This design comes from an exercise in tuning for small area and few clock cycles per item on the open sky130 flow, not from production work.
At most, simulation tests tie the RTL to the original design; equivalence was not proved.
Only the layout flow was run in run 2; the RTL was not checked for function there.

==> flow/design.v, too long to show whole: its modules and the start of the top module <==
// module hysl_add: 41 lines
// module hysl_front: 1464 lines
// module hysl_back: 1095 lines
// module heading_yaw_slew_limiter: 91 lines
module heading_yaw_slew_limiter (
    input  logic                               clk,
    input  logic                               rst_n,
    input  logic                               cfg_we,
    input  logic [hysl_pkg::CFG_IDX_W-1:0]     cfg_index,
    input  logic [hysl_pkg::CFG_DATA_W-1:0]    cfg_data,
    input  logic                               point_valid,
    output logic                               point_ready,
    input  logic signed [31:0]                 point_pos_x,
    input  logic signed [31:0]                 point_pos_y,
    input  logic signed [15:0]                 point_vel_x,
    input  logic signed [15:0]                 point_vel_y,
    output logic                               cmd_valid,
    input  logic                               cmd_ready,
    output logic signed [31:0]                 cmd_x,
    output logic signed [31:0]                 cmd_y,
    output logic        [30:0]                 cmd_z,
    output logic signed [15:0]                 cmd_yaw,
    output logic signed [15:0]                 cmd_yaw_rate
);
  // ...
==> flow/run.sh <==
#!/bin/bash
# synth_recipe.tcl (not shown) runs the flow's synth.tcl, then flattens the netlist and writes it again
# the make line also repeats each setting of config.mk as NAME=value (left out here)
make -C /OpenROAD-flow-scripts/flow DESIGN_CONFIG=/design/flow/config.mk WORK_HOME=/design/flow/orfs CLKGATE_MAP_FILE= SYNTH_SCRIPT=/design/flow/synth_recipe.tcl finish
==> flow/config.mk <==
export PLATFORM = sky130hd
export DESIGN_NAME = heading_yaw_slew_limiter
export DESIGN_NICKNAME = heading_yaw_slew_limiter
export VERILOG_FILES = /design/flow/design.v
export SDC_FILE = /design/flow/constraint.sdc
export NUM_CORES = 4
export LEC_CHECK = 0
export CAP_MARGIN = 20
export CORE_MARGIN = 2
export CORE_UTILIZATION = 40
export SLEW_MARGIN = 20
==> flow/constraint.sdc <==
create_clock -name core_clock -period 14.0 [get_ports {clk}]
set_input_delay 2.8000 -clock core_clock [delete_from_list [all_inputs] [get_ports {clk}]]
set_output_delay 2.8000 -clock core_clock [all_outputs]
set_load 0.01 [all_outputs]
==> results.yml, run 1 <==
final_layout:
  multi_input_area_share_pct: 59.28
  num-nonclk-inverters: 818
  num-multi-input-gates: 5101
  seq_cell_count: 648
  stdcell_count: 9271
  seq_area_sq_mm: 0.01861
  n_fill_cell: 15610
  area_delta_synth_final_pct: 12.38
  seq_share_pct: 24.81
worst_setup_path:
  cpPeakStageDelay_ns: 0.49
  critical-path-top-delay-family: "compound AO/OA/AOI/OAI gates"
  reg2reg_slack_ns: 1.05
  crit_path_start_kind: "primary input"
  crit_cells: 45
  reg2reg_to: "u_front.cx_r7[18]$_DFFE_PN_"
  worstPathArrival_ns: 13.49
timing:
  setup_viol: 0
  finalCriticalPeriod_ns: 13.02
  slew_viol_final: 0
  worst_pin_slew_ns: 1.056
  relSlewSlack_pct: 29.23
  rsz0062_at_grt: "false"
  whs_ns: 0.4082
floorplanning:
  die-area_sq_mm: 0.1701
  tapCellCount: 2189
  dieHeight_um: 412.4
synthesis:
  synth-edff-count: 487
  ys.flop_type: "edfxtp_1"
  synth_top_family_by_area: "adder cells"
  netlist.area_leader.share_pct: 21.92
  synthMuxAreaShare_pct: 2.256
run_status:
  status: "complete, no violations"
placement:
  postPlaceCellArea_sq_mm: 0.07229
  port_buffers: 264
  dp.final_hpwl_um: 139900
hold_path:
  hold_class: "reg -> reg"
global_route:
  antenna_found_initial: 9
Testbench counts, summed over its fixed seeds: cycles 12,040, items 12,000.
==> module hysl_add, before the edit <==
module hysl_add #(
    parameter int W = 8
) (
    input  logic [W-1:0] a,
    input  logic [W-1:0] b,
    input  logic         ci,
    output logic [W-1:0] y
);
    function automatic integer levels(input integer n);
        integer r;
        r = 0;
        while ((1 << r) < n)
            r = r + 1;
        levels = r;
    endfunction
    localparam int L = levels(W + 1);
    logic [W:0] g [0:L];
    logic [W:0] p [0:L];
    assign g[0][0]   = ci;
    assign p[0][0]   = 1'b0;
    assign g[0][W:1] = a & b;
    assign p[0][W:1] = a ^ b;
    for (genvar l = 0; l < L; l++)
    begin : g_lvl
        for (genvar i = 0; i <= W; i++)
        begin : g_bit
            if ((i >> l) % 2 == 1)
            begin : g_op
                localparam int J = ((i >> l) << l) - 1;
                assign g[l+1][i] = g[l][i] | (p[l][i] & g[l][J]);
                assign p[l+1][i] = p[l][i] & p[l][J];
            end
            else
            begin : g_pass
                assign g[l+1][i] = g[l][i];
                assign p[l+1][i] = p[l][i];
            end
        end
    end
    assign y = p[0][W:1] ^ g[L][W-1:0];
endmodule
==> inputs of run 2 (changes only) <==
--- a/flow/design.v
+++ b/flow/design.v
@@ -19,14 +19,7 @@
     input  logic         ci,
     output logic [W-1:0] y
 );
-    function automatic integer levels(input integer n);
-        integer r;
-        r = 0;
-        while ((1 << r) < n)
-            r = r + 1;
-        levels = r;
-    endfunction
-    localparam int L = levels(W + 1);
+    localparam int L = $clog2(W + 1);
     logic [W:0] g [0:L];
     logic [W:0] p [0:L];
     assign g[0][0]   = ci;
==> run 2 against run 1 <==
- core utilization unchanged
- via count unchanged
- count of clock-buffer cells in the layout unchanged
- first-iteration DRC count unchanged
- largest cell class unchanged
- cell area unchanged
- routed wire length unchanged
- global-route usage unchanged
- die area unchanged
- flip-flop and latch count unchanged
- clock skew unchanged
- still clean on timing, DRC and antenna
==> results.yml, run 2 <==
run_status:
  status: "complete, no violations"
synthesis:
  ys_async_sr_fraction_pct: 22.53
  synth_commonest_cells: "inv_1 (806), ha_1 (641), xnor2_1 (632), fa_1 (526), nor2_1 (488)"
  yosys_warnings: 48
  synthMostInstantiatedCell: "inv_1"
  synth_xor_area_share_pct: 12.14
  synth-edff-count: 487
  syn_area_sq_mm: 0.06673
  synth_seq_cells: 648
  synth.largest_area_cell: "edfxtp_1"
  synth-simple-area-share_pct: 12.58
  ys.flop_type: "edfxtp_1"
  avgSynthCellArea_sq_um: 9.871
  synth_compound_area_share_pct: 11.50
  synthMuxAreaShare_pct: 2.256
  ys_top_cells_by_area: "edfxtp_1 (22%), fa_1 (16%), ha_1 (12%), xnor2_1 (8.3%), dfrtp_1 (4.5%)"
  synth_top_family_by_area: "adder cells"
  yosysSeqAreaShare_pct: 27.89
  netlist_instances: 6760
  synthAdderAreaFrac_pct: 27.84
  synth.distinct_cells: 111
  netlist.area_leader.share_pct: 21.92
route:
  viasPerCell: 5.286
  first_pass_iters: 6
  wirelength_um: 176200
  routedWlPerCell_um: 19.01
  dr.first_iter.drc_count: 3118
  vias: 49010
  drc: 0
  drtAntennaViolNets: 0
global_route:
  grt_pass1_vias: 49800
  grtUsageMet3_pct: 2.815
  antenna_found_initial: 9
  grt_pass1_wl_um: 278800
  grt_usage_pct: 20.79
  grt_most_used_layer: "met2"
  met2_usage_pct: 34.74
  gr-usage-met1_pct: 27.89
  grt_max_degree: 120
  grt_overflow: 0
floorplanning:
  initial_core_util_pct: 40.35
  die_x_um: 412.4
  coreArea_sq_mm: 0.1654
  dieHeight_um: 412.4
  die-area_sq_mm: 0.1701
  rows: 149
  ios: 265
hold_path:
  worstHoldStart: "u_front.d02_r3$_DFFE_PN_"
  hold_class: "reg -> reg"
  hold_path_end: "u_front.d02_r7$_DFFE_PN_"
  hold_depth: 0
clock_tree:
  insertion_delay_ns: 0.72
  htree_levels: 3
  clkTransAtPathRegs_ns: 0.06
  cts_buffers: 78
  hold_buffers: 0
  clk_path_buf_depth: 3
  clock_sink_count: 648
  clockRootBuffer: "clkbuf_16"
  cts_tree: "done"
placement:
  gp_congestion: 0.9114
  dp.final_hpwl_um: 139900
  postPlaceCellArea_sq_mm: 0.07229
  port_buffers: 264
  dpl.cell_count: 9123
worst_setup_path:
  worstPathArrival_ns: 13.49
  reg2reg_to: "u_front.cx_r7[18]$_DFFE_PN_"
  crit_path_start_kind: "primary input"
  cpPeakStageDelay_ns: 0.49
  r2r-start: "u_front.u_r3[22]$_DFFE_PN_"
  worstSetupEndpointType: "flop"
  critical_path_class: "in -> reg"
  crit_fanout: 14
  cp.required_ns: 14.47
  reg2reg_depth: 48
  slowest_stage: "nor4b_2"
  reg2reg_slack_ns: 1.05
flow_run:
  cap_viol_max_count: 0
final_layout:
  stdcell_count: 9271
  area_delta_synth_final_pct: 12.38
  fin_util_pct: 45.35
  final_cell_mix: "inv_1 (804), ha_1 (641), xnor2_1 (628), fa_1 (526), edfxtp_1 (487)"
  finish.instance_area_sq_mm: 0.07499
  drive_gt1_share_pct: 6.299
  layout.nets: 8321
  final_common_cell: "inv_1"
timing:
  hold_viol_final: 0
  fin_crit_sh_pct: 93.01
  setup_viol: 0
  clock_skew_ns: 0.02031
  slew_viol_final: 0
  worst_pin_slew_ns: 1.056
  rsz0062_at_grt: "false"
  finalCriticalPeriod_ns: 13.02
  relSlewSlack_pct: 29.23
  fmax_mhz: 76.80
## run 2: cell counts after synthesis
No cell type changed its count.
## run 2: final cells by class
class | instances | area (sq um)
Clock buffer | 99 | 2092
Tap cell | 2189 | 2739
Clock inverter | 43 | 538.0
Fill cell | 15610 | 90370
Sequential cell | 648 | 18610
Inverter | 818 | 3077
Antenna cell | 2 | 5.005
Multi-Input combinational cell | 5101 | 44450
Timing Repair Buffer | 371 | 3480
## run 2: worst max path at each step
stage,start,to,slack (ns),depth (start not counted)
after floorplan,point_vel_x[15],u_front.cx_r3[23]$_DFFE_PN_,0.03,48
after global placement,point_vel_y[15],u_front.u_r3[22]$_DFFE_PN_,0.03,45
after detailed placement,point_vel_y[15],u_front.u_r3[22]$_DFFE_PN_,-0.22,45
after CTS,u_front.u_r3[22]$_DFFE_PN_,u_front.cx_r7[18]$_DFFE_PN_,0.49,46
after global routing,u_front.u_r3[22]$_DFFE_PN_,u_front.cx_r7[18]$_DFFE_PN_,0.09,47
final,point_vel_y[15],u_front.u_r3[22]$_DFFE_PN_,0.98,45
## run 2: layer usage
metal,part of all wire [%],vias to the layer above
met1,44,24140
met4,2.8,6
met3,5.4,270
met2,47,1150
met5,0.024,-
li1,-,23440
## run 2: timing repair
| action | 4_1_cts | 5_1_grt |
|---|---|---|
| setup buffers | 0 | 4 |
| endpoints found under the hold margin | 0 | 0 |
| endpoints found under the setup margin | 0 | 19 |
| gates resized for setup | 0 | 4 |
## run 2: cell families after synthesis
logic type,after synthesis
flops,648
mux,136
buf+inv,1026
simple gates,1704
compound gates,1159
fa+ha+maj,1170
other cells,2
xor+xnor,915
## run 2: stage by stage
stage	setup WS, ns	hold slack, ns	TNS [ns]
5_1_grt	0.09356	0.4155	0
3_3_place_gp	0.03109	0.4002	0
6_report	0.9792	0.4082	0
4_1_cts	0.4863	0.4103	0
3_5_place_dp	-0.2236	0.4045	-0.4915
2_1_floorplan	0.02895	0.4003	0
## run 2: worst max-delay path: cells and delay by family
| family | cells | cell delay [ns] |
|---|---|---|
| AOI/OAI and AO/OA | 25 | 5.53 |
| adders and majority gates | 5 | 1.45 |
| buffers and inverters | 6 | 1.36 |
| and+or+nand+nor | 5 | 1.24 |
| muxes | 2 | 0.82 |
| xor gates and xnor gates | 2 | 0.29 |

## port drivers added, routing unchanged
The results above use ideal ports. As a check the final layouts listed here were re-extracted and re-timed, cells and wires unchanged. Step 1 (the two cells are an assumption about what drives the block):
set clk [get_ports {clk}]
set_driving_cell -lib_cell sky130_fd_sc_hd__clkbuf_16 $clk
set_driving_cell -lib_cell sky130_fd_sc_hd__buf_2 [delete_from_list [all_inputs] $clk]
Step 2 also shifts input and output timing later by t, the mid clock arrival at the registers, as if the neighbouring blocks saw the same clock. Slacks: no drivers / after step 1 / after step 2; pairs: no drivers / after step 1.
run | shift t [ns] | setup slack, ns | clock arrival spread, ns | worst data-port slew with drivers (ns) | pins driven straight from the clock port
run 1 | 0.780 | 0.979 / 1.034 / 0.254 | 0.026 / 0.026 | 0.06 | 1
run 2 | 0.780 | 0.979 / 1.034 / 0.254 | 0.026 / 0.026 | 0.06 | 1
After both steps every run listed still meets setup and hold.
